What follows belongs to an exercise in optimizing a design on an open flow for small area, a short achievable clock period and few clock cycles per item; a production flow would make more cautious choices.
Function was checked by simulation only, so behaviour that the tests miss may differ from the original.

Design sdeb_top, start of the top module:
module sdeb_top (
	input  logic clk,
	input  logic arst_n,
	input  logic in_valid,
	output logic in_stall,
	input  logic signed [15:0] in_x,
	input  logic signed [15:0] in_y,
	input  logic [15:0] in_energy,
	input  logic in_frame_start,
	output logic out_valid,
	input  logic out_stall,
	output logic [5:0] out_hit_bin,
	output logic [8:0] out_peak_angle,
	output logic [7:0] out_peak_level,
	input  logic cfg_we,
	input  logic [1:0] cfg_index,
	input  logic [7:0] cfg_data
);
	sdeb_pkg::in_item_t in_data;
	sdeb_pkg::out_item_t out_data;
	assign in_data.x_pos = in_x;
	assign in_data.y_pos = in_y;
	assign in_data.source_energy = in_energy;
	assign in_data.frame_start = in_frame_start;
	assign out_hit_bin = out_data.hit_bin;
	assign out_peak_angle = out_data.peak_angle;
	assign out_peak_level = out_data.peak_level;
	sound_direction_energy_bins #(.BIN_COUNT(36)) u_bins (
		.clk(clk), .arst_n(arst_n),
		.in_valid(in_valid), .in_stall(in_stall), .in_data(in_data),
		.out_valid(out_valid), .out_stall(out_stall), .out_data(out_data),
		.cfg_we(cfg_we), .cfg_index(cfg_index), .cfg_data(cfg_data)
	);
endmodule
clock: 7.0 ns
lec_check: 0
cap_margin: 20
core_margin: 2
core_utilization: 55
cts_buf_list: sky130_fd_sc_hd__clkbuf_16
cts_cluster_diameter: 60
cts_cluster_size: 20
setup_slack_margin: 2.5
slew_margin: 20
run.sh (not shown) runs the stock make flow with config.mk's settings and CLKGATE_MAP_FILE= SYNTH_SCRIPT=/design/flow/synth_recipe.tcl, a recipe that flattens the netlist after the stock synthesis.
Testbench counts at the start, summed over its fixed seeds: cycles 2,536, items 2,400.
Edit:
Settings changed: CORE_UTILIZATION 55 to 48, CTS_BUF_LIST sky130_fd_sc_hd__clkbuf_16 to sky130_fd_sc_hd__clkbuf_8, CTS_CLUSTER_DIAMETER 60 to default, CTS_CLUSTER_SIZE 20 to default, PLACE_DENSITY from default to 0.65, SETUP_SLACK_MARGIN 2.5 to 3.0.
After rerunning: Via count rose by 3.4%; final area rose by 3.9%; cell count rose by 6.2%; sequential cell count is unchanged; die area rose by 14%; first-iteration DRC count rose by 7.9%; global-route usage fell by 3.6 points.

========
Setup of build 46:
sdeb_top, a different RTL version from the one above (not shown whole).
Size in the first run: ~7,500 cells after synthesis, roughly 1,500 flip-flops, about 89 I/O pins, about 75,000 um2 of cells after synthesis.
Settings: LEC_CHECK=0, CAP_MARGIN=20, CORE_MARGIN=2, CORE_UTILIZATION=55, CTS_BUF_LIST=sky130_fd_sc_hd__clkbuf_8, SETUP_SLACK_MARGIN=2.5, SLEW_MARGIN=20; clock period 7.0 ns.
Testbench counts of build 46, summed over its fixed seeds: cycles 2,544, items 2,400.
For build 65, these inputs were changed with respect to build 46:
# build 46
export LEC_CHECK = 0
export CAP_MARGIN = 20
export CORE_MARGIN = 2
export CORE_UTILIZATION = 55
export CTS_BUF_LIST = sky130_fd_sc_hd__clkbuf_8
export SETUP_SLACK_MARGIN = 2.5
export SLEW_MARGIN = 20
create_clock -name core_clock -period 7.0 [get_ports {clk}]
# build 65
export LEC_CHECK = 0
export CAP_MARGIN = 20
export CORE_MARGIN = 2
export CORE_UTILIZATION = 65
export CTS_BUF_LIST = sky130_fd_sc_hd__clkbuf_8
export SETUP_SLACK_MARGIN = 4
export SLEW_MARGIN = 20
create_clock -name core_clock -period 7.0 [get_ports {clk}]
Findings:
The flow did not stop early for build 65: all stages ran, and the layout cleared the timing, DRC and antenna checks. Against build 46, placed instance count in build 65 fell by a few percent. Comparing build 46 and build 65, the higher clock-buffer cell count was measured on build 65. Build 46 → build 65: CTS buffer count lost 3.4%, worst setup slack now sits higher. Taking build 46 as the reference, in build 65 worst reg-to-reg setup slack saw an increase; length of routed met2 wiring increased by 19,000 um relative to the old numbers. The lower global-route usage came out of build 46.
Relative to build 65, the following input files were edited for build 6:
# build 65
export LEC_CHECK = 0
export CAP_MARGIN = 20
export CORE_MARGIN = 2
export CORE_UTILIZATION = 65
export CTS_BUF_LIST = sky130_fd_sc_hd__clkbuf_8
export SETUP_SLACK_MARGIN = 4
export SLEW_MARGIN = 20
create_clock -name core_clock -period 7.0 [get_ports {clk}]
# build 6
export LEC_CHECK = 0
export CAP_MARGIN = 20
export CORE_MARGIN = 2
export CORE_UTILIZATION = 40
export CTS_BUF_LIST = sky130_fd_sc_hd__clkbuf_8
export SETUP_SLACK_MARGIN = 1.5
export SLEW_MARGIN = 20
create_clock -name core_clock -period 7.0 [get_ports {clk}]
==> comparison <==
Build 6 ended with every stage complete and zero timing, DRC or antenna violations.
Initial antenna violation count is lower on build 6
Against build 65, build 6 comes in 2 lower on total buffers and inverters traversed by the critical path.
Re number of nets in the finished design: build 65 and build 6 aren't equal, and the higher value belongs to build 65.
Total routing usage reported by global routing: build 6 lower than build 65

========
RTL: one of the versions met above, not the one the previous note started from.
Size: roughly 6,900 cells after synthesis, roughly 89 I/O pins, ~71,000 um2 of cells after synthesis.
make LEC_CHECK=0 CAP_MARGIN=20 CORE_MARGIN=2 CORE_UTILIZATION=55 CTS_BUF_LIST=sky130_fd_sc_hd__clkbuf_8 SETUP_SLACK_MARGIN=3.5 SLEW_MARGIN=20 finish   # period 7.0 ns
The first run finished clean.
Testbench counts at the start, summed over its fixed seeds: cycles 2,536, items 2,400.
Change:
--- a/flow/config.mk
+++ b/flow/config.mk
@@ -10,4 +10,4 @@
 export CORE_UTILIZATION = 55
 export CTS_BUF_LIST = sky130_fd_sc_hd__clkbuf_8
-export SETUP_SLACK_MARGIN = 3.5
+export SETUP_SLACK_MARGIN = 2.5
 export SLEW_MARGIN = 20
=> The new run finished with timing, DRC and antenna clean; setup slack is worse by 0.42 ns; wire length falls by about 6%; synthesized area stays the same; cell area goes down by 6.2%; die area does not change; via count goes down by about 3.8%; global-route usage came out lower by 1.3 points; clock skew came out lower by 0.018 ns; cell count shrinks by about 3%; first-iteration DRC count drops by 24%.
Change:
--- a/flow/config.mk
+++ b/flow/config.mk
@@ -8,6 +8,6 @@
 export CAP_MARGIN = 20
 export CORE_MARGIN = 2
-export CORE_UTILIZATION = 55
+export CORE_UTILIZATION = 65
 export CTS_BUF_LIST = sky130_fd_sc_hd__clkbuf_8
-export SETUP_SLACK_MARGIN = 2.5
+export SETUP_SLACK_MARGIN = 4
 export SLEW_MARGIN = 20
Cell count rose by 2.2%.
Die area fell by about 15%.
Maximum frequency rose by about 8%.

========
Starting RTL as in the previous note.
Settings: LEC_CHECK=0, CAP_MARGIN=20, CORE_MARGIN=2, CORE_UTILIZATION=55, CTS_BUF_LIST=sky130_fd_sc_hd__clkbuf_8, SETUP_SLACK_MARGIN=3.0, SLEW_MARGIN=20; clock period 7.0 ns.
Testbench counts at the start, summed over its fixed seeds: cycles 2,536, items 2,400.
==> next run, changes <==
Settings changed: CTS_BUF_LIST sky130_fd_sc_hd__clkbuf_8 to sky130_fd_sc_hd__clkbuf_16, CTS_CLUSTER_DIAMETER set to 60, CTS_CLUSTER_SIZE set to 20.
=>
- sequential share of layout area increases by 0.30 points
- worst setup slack got worse by 66 ps
- fmax came out lower by 1.7%
- die area is unchanged
- via count is lower by 1.4%
- synthesized cell count stays the same
- sequential cell count stays the same
- design area goes down by 0.78%
- clock skew fell by 23 ps
- final cell count is lower by 2.1%

========
Another version of the RTL of sdeb_top (not shown whole).
For scale: ~1400 flip-flops, ~72000 um2 of cells after synthesis.
export LEC_CHECK = 0
export CAP_MARGIN = 20
export CORE_MARGIN = 2
export CORE_UTILIZATION = 60
export CTS_BUF_LIST = sky130_fd_sc_hd__clkbuf_8
export SETUP_SLACK_MARGIN = 2.0
export SLEW_MARGIN = 20
create_clock -name core_clock -period 7.0 [get_ports {clk}]
Testbench counts at the start, summed over its fixed seeds: cycles 2,536, items 2,400.
==> next run, changes <==
--- a/flow/config.mk
+++ b/flow/config.mk
@@ -8,6 +8,8 @@
 export CAP_MARGIN = 20
 export CORE_MARGIN = 2
-export CORE_UTILIZATION = 60
-export CTS_BUF_LIST = sky130_fd_sc_hd__clkbuf_8
-export SETUP_SLACK_MARGIN = 2.0
+export CORE_UTILIZATION = 55
+export CTS_BUF_LIST = sky130_fd_sc_hd__clkbuf_16
+export CTS_CLUSTER_DIAMETER = 60
+export CTS_CLUSTER_SIZE = 20
+export SETUP_SLACK_MARGIN = 3.0
 export SLEW_MARGIN = 20
What happened:
- flip-flop and latch count is unchanged
- die area increases by 9.0%
- maximum frequency climbs by 15%
- final area grows by 0.37%
- non-clock buffer count increases by 50
- routed wire length increases by 2.1%

==> re-timing with driven ports <==
How much do the figures lean on ideal ports? The routed layouts below were timed once more, with nothing changed but the port constraints. Step 1 assumes that a clkbuf_16 drives the clock port and a buf_2 every other input. Step 2 moves the port delays by t, midway between the first and last clock arrival at a register: inputs arrive t later, outputs are due t later. That takes back most of the time a late clock gives input paths. Slacks: ideal ports / drivers / drivers and shift; pairs: ideal ports / drivers.
run	t, ns	setup WS [ns]	worst slew at a driven data input, ns
the first run of note 1	0.823	2.620 / 2.620 / 2.620	0.10
the second run of note 1	1.018	2.888 / 2.888 / 2.801	0.06
build 46	1.016	2.654 / 2.654 / 2.654	0.14
build 65	1.019	2.824 / 2.824 / 2.824	0.13
build 6	1.041	1.980 / 1.980 / 1.980	0.22
the first run of note 3	0.998	3.070 / 3.070 / 3.070	0.11
the second run of note 3	1.000	2.653 / 2.653 / 2.653	0.10
the third run of note 3	0.972	2.974 / 2.974 / 2.974	0.16
the first run of note 4	1.005	3.084 / 3.084 / 3.084	0.11
the second run of note 4	0.815	3.018 / 3.018 / 3.018	0.11
the first run of note 5	1.002	2.424 / 2.424 / 2.424	0.13
the second run of note 5	0.825	3.010 / 3.010 / 3.010	0.11
After both steps every run listed still meets setup and hold. For the second run of note 1, which loses most, drivers alone change the setup slack by 0.000 ns; drivers and shift together by -0.087 ns.
